This is an optimization exercise on Yosys and OpenROAD, whose aim is small area, not a production implementation. Only simulation tests tie the RTL to the original design; equivalence was not proved.

==> run G <==
==> flow/design.v <==
package adc_proc_pkg;
   function automatic int log2(input int v);
      log2 = 0;
      for (int i = 0; i < 31; i++) begin
         if ((1 << i) < v) log2 = i + 1;
      end
   endfunction
   function automatic int ptr_w(input int n);
      ptr_w = (n > 1) ? log2(n) : 1;
   endfunction
endpackage
module rr_arbiter
#(
   parameter int N = 3
) (
   input  logic         clk,
   input  logic         reset,
   input  logic [N-1:0] req,
   output logic [N-1:0] grant
);
   logic [N-1:0] start_q;    
   logic         found;
   always_comb begin
      grant = '0;
      found = 1'b0;
      for (int k = 0; k < N; k++) begin
         for (int c = 0; c < N; c++) begin
            if (!found && req[c] && start_q[(c - k + N) % N]) begin
               found    = 1'b1;
               grant[c] = 1'b1;
            end
         end
      end
   end
   always_ff @(posedge clk) begin
      if (reset)     start_q <= N'(1);
      else if (|req) start_q <= {grant[N-2:0], grant[N-1]};
   end
endmodule
module multi_adc_processing
#(
   parameter int          N_CH           = 3,
   parameter int          DATA_W         = 16,
   parameter int          DEPTH          = 16,
   parameter int unsigned SCALING_FACTOR = 310866,
   parameter int          SCALE_W        = 20,
   parameter int          SHIFT_FACTOR   = 19,
   parameter int unsigned OFFSET         = 0
) (
   input  logic                   clk,
   input  logic                   reset,
   input  logic [N_CH-1:0]        sample_valid,
   input  logic [N_CH*DATA_W-1:0] sample_data,
   input  logic                   clear_overrun,
   output logic [N_CH*DATA_W-1:0] ave_data,
   output logic [N_CH*DATA_W-1:0] scaled_data,
   output logic [N_CH-1:0]        update_valid,
   output logic [N_CH-1:0]        primed,
   output logic [N_CH-1:0]        overrun
);
   localparam int LOG_D  = adc_proc_pkg::log2(DEPTH);
   localparam int SUM_W  = DATA_W + LOG_D;
   localparam int PROD_W = DATA_W + SCALE_W;
   localparam int CNT_W  = adc_proc_pkg::ptr_w(DEPTH);
   localparam logic [PROD_W-1:0] OFS     = PROD_W'(OFFSET);
   localparam logic [PROD_W-1:0] SAT_MAX = PROD_W'({DATA_W{1'b1}});
   localparam int MW = 34;
   localparam logic [MW-1:0] NEG_C = 34'h3_df00_2100;
   logic [DATA_W-1:0] hold_q   [N_CH];
   logic [DATA_W-1:0] win_q    [N_CH][DEPTH];
   logic [SUM_W-1:0]  sum_q    [N_CH];
   logic [CNT_W-1:0]  cnt_q    [N_CH];
   logic [DATA_W-1:0] scaled_q [N_CH];
   logic [N_CH-1:0]   pending_q, overrun_q, primed_q, upd_q;
   logic [N_CH-1:0]   grant;
   logic [N_CH-1:0]   t1_q, t2_q, t3_q;
   logic [DATA_W-1:0] d1_q, d2_q;
   logic              f2_q;
   logic [SUM_W-1:0]  s3_q;
   logic [DATA_W-1:0] hold_sel, old_sel, ave3, nave, scaled_new;
   logic [SUM_W-1:0]  sum_sel, sum_new, old_n, d_ext, ss, sc;
   logic [PROD_W-1:0] prod, sh, sh_ofs;
   logic [MW-1:0]     p34, r0, r1, r2, r3, r4, r5, r6;
   logic [MW-1:0]     s1, c1, s2, c2, s3, c3, s4, c4, s5, c5, s6, c6;
   function automatic logic [2*MW-1:0] csa(input logic [MW-1:0] a, input logic [MW-1:0] b,
                                           input logic [MW-1:0] c);
      csa = {a ^ b ^ c, MW'(((a & b) | (a & c) | (b & c)) << 1)};
   endfunction
   function automatic logic [MW-1:0] rca(input logic [MW-1:0] a, input logic [MW-1:0] b,
                                         input logic cin);
      logic cy;
      cy = cin;
      for (int k = 0; k < MW; k++) begin
         rca[k] = a[k] ^ b[k] ^ cy;
         cy     = (a[k] & b[k]) | (a[k] & cy) | (b[k] & cy);
      end
   endfunction
   function automatic logic [SUM_W-1:0] rca_s(input logic [SUM_W-1:0] a, input logic [SUM_W-1:0] b,
                                              input logic cin);
      logic cy;
      cy = cin;
      for (int k = 0; k < SUM_W; k++) begin
         rca_s[k] = a[k] ^ b[k] ^ cy;
         cy       = (a[k] & b[k]) | (a[k] & cy) | (b[k] & cy);
      end
   endfunction
   rr_arbiter #(.N(N_CH)) u_arb (
      .clk   (clk),
      .reset (reset),
      .req   (pending_q),
      .grant (grant)
   );
   always_comb begin
      hold_sel = '0;
      sum_sel  = '0;
      old_sel  = '0;
      for (int i = 0; i < N_CH; i++) begin
         if (grant[i]) hold_sel = hold_sel | hold_q[i];
         if (t2_q[i])  sum_sel  = sum_sel  | sum_q[i];
         if (t2_q[i])  old_sel  = old_sel  | win_q[i][DEPTH-1];
      end
      if (|(t2_q & t3_q)) sum_sel = s3_q;
      old_n   = ~(f2_q ? SUM_W'(old_sel) : '0);
      d_ext   = SUM_W'(d2_q);
      ss      = sum_sel ^ old_n ^ d_ext;
      sc      = SUM_W'(((sum_sel & old_n) | (sum_sel & d_ext) | (old_n & d_ext)) << 1);
      sum_new = rca_s(ss, sc, 1'b1);
      ave3 = DATA_W'(s3_q >> LOG_D);
      nave = ~ave3;
      r0 = MW'(ave3) << 17;
      r1 = MW'(ave3) << 15;
      r2 = MW'(nave) << 13;
      r3 = MW'(nave) << 8;
      r4 = MW'(ave3) << 5;
      r5 = MW'(ave3) << 3;
      r6 = MW'(ave3);
      {s1, c1} = csa(r0, r1, r2);
      {s2, c2} = csa(r3, r4, r5);
      {s3, c3} = csa(s1, c1, s2);
      {s4, c4} = csa(c2, r6, NEG_C);
      {s5, c5} = csa(s3, c3, s4);
      {s6, c6} = csa(s5, c5, c4);
      p34        = rca(s6, c6, 1'b0);
      prod       = PROD_W'(p34) << 1;
      sh         = prod >> SHIFT_FACTOR;
      sh_ofs     = (sh < OFS) ? '0 : sh - OFS;
      scaled_new = (sh_ofs > SAT_MAX) ? {DATA_W{1'b1}} : DATA_W'(sh_ofs);
   end
   always_ff @(posedge clk) begin
      d1_q <= hold_sel;
      d2_q <= d1_q;
      f2_q <= |(t1_q & primed_q);
      s3_q <= sum_new;
      for (int i = 0; i < N_CH; i++) begin
         if (sample_valid[i]) hold_q[i] <= sample_data[i*DATA_W +: DATA_W];
         if (t2_q[i]) begin
            win_q[i][0] <= d2_q;
            for (int j = 1; j < DEPTH; j++) win_q[i][j] <= win_q[i][j-1];
         end
      end
   end
   always_ff @(posedge clk) begin
      if (reset) begin
         pending_q <= '0;
         overrun_q <= '0;
         primed_q  <= '0;
         upd_q     <= '0;
         t1_q      <= '0;
         t2_q      <= '0;
         t3_q      <= '0;
         for (int i = 0; i < N_CH; i++) begin
            sum_q[i]    <= '0;
            cnt_q[i]    <= '0;
            scaled_q[i] <= '0;
         end
      end else begin
         pending_q <= (pending_q & ~grant) | sample_valid;
         overrun_q <= (clear_overrun ? '0 : overrun_q) | (sample_valid & pending_q & ~grant);
         t1_q      <= grant;
         t2_q      <= t1_q;
         t3_q      <= t2_q;
         upd_q     <= t3_q;
         for (int i = 0; i < N_CH; i++) begin
            if (t1_q[i]) begin
               cnt_q[i] <= cnt_q[i] + CNT_W'(1);
               if (cnt_q[i] == CNT_W'(DEPTH - 1)) primed_q[i] <= 1'b1;
            end
            if (t3_q[i]) begin
               sum_q[i]    <= s3_q;
               scaled_q[i] <= scaled_new;
            end
         end
      end
   end
   always_comb begin
      for (int i = 0; i < N_CH; i++) begin
         ave_data[i*DATA_W +: DATA_W]    = DATA_W'(sum_q[i] >> LOG_D);
         scaled_data[i*DATA_W +: DATA_W] = scaled_q[i];
      end
      update_valid = upd_q;
      primed       = primed_q;
      overrun      = overrun_q;
   end
endmodule
==> flow/run.sh <==
#!/bin/bash
# synth_recipe.tcl (not shown) runs the flow's synth.tcl, then flattens the netlist and writes it again
# the make line also repeats each setting of config.mk as NAME=value (left out here)
make -C /OpenROAD-flow-scripts/flow DESIGN_CONFIG=/design/flow/config.mk WORK_HOME=/design/flow/orfs CLKGATE_MAP_FILE= SYNTH_SCRIPT=/design/flow/synth_recipe.tcl finish
==> flow/config.mk <==
export PLATFORM = sky130hd
export DESIGN_NAME = multi_adc_processing
export DESIGN_NICKNAME = multi_adc_processing
export VERILOG_FILES = /design/flow/design.v
export SDC_FILE = /design/flow/constraint.sdc
export NUM_CORES = 4
export LEC_CHECK = 0
export CAP_MARGIN = 20
export CORE_MARGIN = 2
export CORE_UTILIZATION = 45
export CTS_BUF_LIST = sky130_fd_sc_hd__clkbuf_4
export PLACE_DENSITY = 0.6
export SLEW_MARGIN = 20
==> flow/constraint.sdc <==
create_clock -name core_clock -period 10.0 [get_ports {clk}]
set_input_delay 2.0000 -clock core_clock [delete_from_list [all_inputs] [get_ports {clk}]]
set_output_delay 2.0000 -clock core_clock [all_outputs]
set_load 0.01 [all_outputs]
==> run P (differences from run G) <==
--- a/flow/design.v
+++ b/flow/design.v
@@ -63,8 +63,7 @@
    localparam int PROD_W = DATA_W + SCALE_W;
    localparam int CNT_W  = adc_proc_pkg::ptr_w(DEPTH);
-   localparam logic [PROD_W-1:0] OFS     = PROD_W'(OFFSET);
-   localparam logic [PROD_W-1:0] SAT_MAX = PROD_W'({DATA_W{1'b1}});
-   localparam int MW = 34;
-   localparam logic [MW-1:0] NEG_C = 34'h3_df00_2100;
+   localparam logic [SCALE_W-1:0] SCALE   = SCALE_W'(SCALING_FACTOR);
+   localparam logic [PROD_W-1:0]  OFS     = PROD_W'(OFFSET);
+   localparam logic [PROD_W-1:0]  SAT_MAX = PROD_W'({DATA_W{1'b1}});
    logic [DATA_W-1:0] hold_q   [N_CH];
    logic [DATA_W-1:0] win_q    [N_CH][DEPTH];
@@ -75,34 +74,9 @@
    logic [N_CH-1:0]   grant;
    logic [N_CH-1:0]   t1_q, t2_q, t3_q;
-   logic [DATA_W-1:0] d1_q, d2_q;
-   logic              f2_q;
-   logic [SUM_W-1:0]  s3_q;
-   logic [DATA_W-1:0] hold_sel, old_sel, ave3, nave, scaled_new;
-   logic [SUM_W-1:0]  sum_sel, sum_new, old_n, d_ext, ss, sc;
+   logic [DATA_W-1:0] d1_q, d2_q, d3_q;
+   logic              f2_q, f3_q;
+   logic [DATA_W-1:0] hold_sel, old_sel, ave_new, scaled_new;
+   logic [SUM_W-1:0]  sum_sel, sum_new;
    logic [PROD_W-1:0] prod, sh, sh_ofs;
-   logic [MW-1:0]     p34, r0, r1, r2, r3, r4, r5, r6;
-   logic [MW-1:0]     s1, c1, s2, c2, s3, c3, s4, c4, s5, c5, s6, c6;
-   function automatic logic [2*MW-1:0] csa(input logic [MW-1:0] a, input logic [MW-1:0] b,
-                                           input logic [MW-1:0] c);
-      csa = {a ^ b ^ c, MW'(((a & b) | (a & c) | (b & c)) << 1)};
-   endfunction
-   function automatic logic [MW-1:0] rca(input logic [MW-1:0] a, input logic [MW-1:0] b,
-                                         input logic cin);
-      logic cy;
-      cy = cin;
-      for (int k = 0; k < MW; k++) begin
-         rca[k] = a[k] ^ b[k] ^ cy;
-         cy     = (a[k] & b[k]) | (a[k] & cy) | (b[k] & cy);
-      end
-   endfunction
-   function automatic logic [SUM_W-1:0] rca_s(input logic [SUM_W-1:0] a, input logic [SUM_W-1:0] b,
-                                              input logic cin);
-      logic cy;
-      cy = cin;
-      for (int k = 0; k < SUM_W; k++) begin
-         rca_s[k] = a[k] ^ b[k] ^ cy;
-         cy       = (a[k] & b[k]) | (a[k] & cy) | (b[k] & cy);
-      end
-   endfunction
    rr_arbiter #(.N(N_CH)) u_arb (
       .clk   (clk),
@@ -117,30 +91,12 @@
       for (int i = 0; i < N_CH; i++) begin
          if (grant[i]) hold_sel = hold_sel | hold_q[i];
-         if (t2_q[i])  sum_sel  = sum_sel  | sum_q[i];
-         if (t2_q[i])  old_sel  = old_sel  | win_q[i][DEPTH-1];
+         if (t3_q[i])  sum_sel  = sum_sel  | sum_q[i];
+         if (t3_q[i])  old_sel  = old_sel  | win_q[i][DEPTH-1];
       end
-      if (|(t2_q & t3_q)) sum_sel = s3_q;
-      old_n   = ~(f2_q ? SUM_W'(old_sel) : '0);
-      d_ext   = SUM_W'(d2_q);
-      ss      = sum_sel ^ old_n ^ d_ext;
-      sc      = SUM_W'(((sum_sel & old_n) | (sum_sel & d_ext) | (old_n & d_ext)) << 1);
-      sum_new = rca_s(ss, sc, 1'b1);
-      ave3 = DATA_W'(s3_q >> LOG_D);
-      nave = ~ave3;
-      r0 = MW'(ave3) << 17;
-      r1 = MW'(ave3) << 15;
-      r2 = MW'(nave) << 13;
-      r3 = MW'(nave) << 8;
-      r4 = MW'(ave3) << 5;
-      r5 = MW'(ave3) << 3;
-      r6 = MW'(ave3);
-      {s1, c1} = csa(r0, r1, r2);
-      {s2, c2} = csa(r3, r4, r5);
-      {s3, c3} = csa(s1, c1, s2);
-      {s4, c4} = csa(c2, r6, NEG_C);
-      {s5, c5} = csa(s3, c3, s4);
-      {s6, c6} = csa(s5, c5, c4);
-      p34        = rca(s6, c6, 1'b0);
-      prod       = PROD_W'(p34) << 1;
+      sum_new    = sum_sel - (f3_q ? SUM_W'(old_sel) : '0) + SUM_W'(d3_q);
+      ave_new    = DATA_W'(sum_new >> LOG_D);
+      prod       = (PROD_W'(ave_new) << 18) + (PROD_W'(ave_new) << 16) - (PROD_W'(ave_new) << 14)
+                 - (PROD_W'(ave_new) << 9) + (PROD_W'(ave_new) << 6) + (PROD_W'(ave_new) << 4)
+                 + (PROD_W'(ave_new) << 1);
       sh         = prod >> SHIFT_FACTOR;
       sh_ofs     = (sh < OFS) ? '0 : sh - OFS;
@@ -150,10 +106,11 @@
       d1_q <= hold_sel;
       d2_q <= d1_q;
+      d3_q <= d2_q;
       f2_q <= |(t1_q & primed_q);
-      s3_q <= sum_new;
+      f3_q <= f2_q;
       for (int i = 0; i < N_CH; i++) begin
          if (sample_valid[i]) hold_q[i] <= sample_data[i*DATA_W +: DATA_W];
-         if (t2_q[i]) begin
-            win_q[i][0] <= d2_q;
+         if (t3_q[i]) begin
+            win_q[i][0] <= d3_q;
             for (int j = 1; j < DEPTH; j++) win_q[i][j] <= win_q[i][j-1];
          end
@@ -187,5 +144,5 @@
             end
             if (t3_q[i]) begin
-               sum_q[i]    <= s3_q;
+               sum_q[i]    <= sum_new;
                scaled_q[i] <= scaled_new;
             end
CORE_UTILIZATION = 70   (was 45)
CTS_BUF_LIST = not set   (was sky130_fd_sc_hd__clkbuf_4)
PLACE_DENSITY = 0.8   (was 0.6)
==> notes.md <==
                                                    run P       run G
Cell Count Post-Placement                            2930        3105
Number of register bits inferred by synthesis        1010        1013
Vias in the first global route                      20700       17800
Sequential fraction of the synthesis area           77.3%       79.9%
Result of the run                timing/DRC/antenna clean  timing/DRC/antenna clean
Non-clk buf share                                   4.46%       5.10%
Global-route usage over all layers                  35.1%       15.7%
Non-clk bufs                                          196         230
Fin cells                                            3105        3556

-- separate check: timing with driven ports --
How much do the figures lean on ideal ports? The routed layouts below were timed once more, with nothing changed but the port constraints.
Step 1 sets driving cells, clkbuf_16 on the clock port and buf_2 on the other inputs (assumed; they add their load-dependent delay and slew).
Step 2, shift: input delay + t, output delay - t, t = (earliest + latest rising clock arrival at the registers) / 2. This alone moves slack from input paths to output paths.
Slacks: ideal / step 1 / step 2; pairs: ideal / step 1.
run | t, ns | setup WS [ns] | hold WS [ns] | pins driven straight from the clock port
run G | 1.065 | 0.394 / 0.394 / 0.394 | 0.304 / 0.304 / 0.304 | 1
run P | 0.716 | 0.206 / 0.206 / 0.206 | 0.328 / 0.328 / 0.328 | 1
After both steps every run listed still meets setup and hold.
